What follows belongs to an exercise in optimizing a design on an open flow for small area, a short achievable clock period and few clock cycles per item; a production flow would make more cautious choices.
The RTL was checked by simulation tests, not by an equivalence proof against the original design.
Power is estimated from default activity; no workload was simulated.

==> branch onyx <==
Design cavlc_count_top, start of the top module:
module cavlc_count_top (
    input  logic                    clk,
    input  logic                    rst,
    input  logic                    blk_valid_i,
    input  logic [150-1:0] blk_i,
    output logic                    blk_ready_o,
    output logic                    stat_valid_o,
    output logic [239-1:0] stat_o,
    input  logic                    stat_ready_i
);
export LEC_CHECK = 0
export CAP_MARGIN = 20
export CORE_MARGIN = 2
export CORE_UTILIZATION = 35
export PLACE_DENSITY = 0.5
export SETUP_SLACK_MARGIN = 1.5
export SLEW_MARGIN = 20
create_clock -name core_clock -period 5.0 [get_ports {clk}]
standard.sh (not shown) runs the stock make flow with config.mk's settings and CLKGATE_MAP_FILE= SYNTH_SCRIPT=/design/flow/synth_recipe.tcl, a recipe that flattens the netlist after the stock synthesis.
==> flow/flow/run.sh <==
#!/bin/bash
# Own layout flow:
#   1. the standard synthesis (standard.sh synth), unchanged;
#   2. its combinational logic mapped again by ABC for delay, with every
#      register instance kept as it is (same names and cells);
#   3. the standard layout of that netlist, with plain buf_2 port
#      buffers in place of the delay cells buffer_ports picks by default.
# Each tool's full output goes to a log_*.txt file in the work folder.
set -euo pipefail
WORK=$(pwd)
RES=$WORK/orfs/results/$FLOW_PLATFORM/cavlc_count_top/base

bash standard.sh synth > "$WORK/log_1_synth.txt" 2>&1
cp "$RES/1_2_yosys.v" "$WORK/synth_standard.v"

LIB=$FLOW_HOME/platforms/$FLOW_PLATFORM/lib/sky130_fd_sc_hd__tt_025C_1v80.lib
DONT_USE=$(grep -o 'cell ("sky130_fd_sc_hd__\(lpflow\|probe\)[a-z0-9_]*")' "$LIB" \
    | sed 's/cell ("\(.*\)")/-dont_use \1/' | tr '\n' ' ')
sed -e "s#@LIB@#$LIB#g" -e "s#@DONT_USE@#$DONT_USE#" -e "s#@IN@#$WORK/synth_standard.v#" \
    -e "s#@OUT@#$WORK/remap.v#" "$WORK/flow/remap.ys" > "$WORK/remap.ys"
yosys -q -l "$WORK/log_2_remap.txt" "$WORK/remap.ys" > /dev/null 2>&1

cp "$WORK/remap.v" "$RES/1_2_yosys.v"
rm -f "$RES/1_synth.odb" "$RES/1_synth.sdc"
bash standard.sh "BUFFER_PORTS_ARGS=-buffer_cell sky130_fd_sc_hd__buf_2" finish > "$WORK/log_3_layout.txt" 2>&1
==> flow/flow/remap.ys <==
# Map the standard synthesis's combinational logic again, for delay.
# Registers and tie cells stay black boxes, so they pass through untouched.
read_liberty -ignore_miss_func @LIB@
blackbox sky130_fd_sc_hd__edfxtp_1 sky130_fd_sc_hd__dfxtp_1 sky130_fd_sc_hd__conb_1
read_verilog @IN@
hierarchy -top cavlc_count_top
flatten
rename -hide w:*.*
opt -fast
abc -liberty @LIB@ @DONT_USE@ -D 1500 -script +strash;dch;map,-D,1500;topo;stime,-c;buffer,-c;upsize,-c,-D,1500;dnsize,-c,-D,1500
opt_clean -purge
splitnets
hilomap -singleton -hicell sky130_fd_sc_hd__conb_1 HI -locell sky130_fd_sc_hd__conb_1 LO
insbuf -buf sky130_fd_sc_hd__buf_4 A X
opt_clean -purge
stat -liberty @LIB@
write_verilog -noattr -noexpr -nohex -nodec @OUT@
==> branch fjord (differences from branch onyx) <==
==> flow/run.sh (new file) <==
#!/bin/bash
# synth_recipe.tcl (not shown) runs the flow's synth.tcl, then flattens the netlist and writes it again
# the make line also repeats each setting of config.mk as NAME=value (left out here)
make -C /OpenROAD-flow-scripts/flow DESIGN_CONFIG=/design/flow/config.mk WORK_HOME=/design/flow/orfs CLKGATE_MAP_FILE= SYNTH_SCRIPT=/design/flow/synth_recipe.tcl finish
removed: flow/flow/run.sh
removed: flow/flow/remap.ys
removed: flow/standard.sh
==> comparison table <==
|  | branch fjord | branch onyx |
|---|---|---|
| Status | finished clean | finished clean |
| Detailed-routing iteration count for the pre-antenna-repair pass | 12 | 10 |
| Switching share of power | 0.328 | 0.372 |
| Wire length reported by the detailed router | 145 mm | 154 mm |
| Pin slew with the least headroom to its limit | 1.03 ns | 0.954 ns |
| Met3 Resource Use GR | 0.0858 | 0.129 |
| Inserted Clock Buffers | 30 | 29 |
| Final cell area excluding filler cells | 38200 um^2 | 29900 um^2 |
| Syn avg cell area | 8.01 um^2 | 7.58 um^2 |
| Worst hold slack after final layout | 0.813 ns | 0.580 ns |
| Fraction of final layout cells with drive strength greater than 1 | 0.358 | 0.283 |
| Antenna diode count | 3 | 6 |
| Routed len/inst | 31.0 um | 34.3 um |
| Wire length of the first global-routing pass | 207 mm | 217 mm |
Testbench counts of branch onyx, summed over its fixed seeds: cycles 2,056, blocks 2,048.
Testbench counts of branch fjord, summed over its fixed seeds: cycles 2,056, blocks 2,048.

-- port drivers added, routing unchanged --
How much do the figures lean on ideal ports? The routed layouts below were timed once more, with nothing changed but the port constraints. Step 1 (the two cells are an assumption about what drives the block):
set clk [get_ports {clk}]
set_driving_cell -lib_cell sky130_fd_sc_hd__clkbuf_16 $clk
set_driving_cell -lib_cell sky130_fd_sc_hd__buf_2 [delete_from_list [all_inputs] $clk]
Step 2, shift: input delay + t, output delay - t, t = (earliest + latest rising clock arrival at the registers) / 2. This alone moves slack from input paths to output paths. a / b / c = no drivers / after step 1 / after step 2; a / b = the first two.
| run | t (ns) | setup WS [ns] | hold WS [ns] | worst setup path at the end | worst register clock-pin slew, ns |
|---|---|---|---|---|---|
| branch onyx | 0.648 | 1.337 / 1.273 / 0.877 | 0.580 / 0.542 / 1.073 | input to register | 0.07 / 0.07 |
| branch fjord | 0.657 | 0.727 / 0.754 / 0.096 | 0.813 / 0.813 / 0.813 | input to register | 0.08 / 0.08 |
After both steps setup and hold are still met in every run listed. For branch fjord, which loses most, drivers alone change the setup slack by +0.027 ns; drivers and shift together by -0.631 ns.
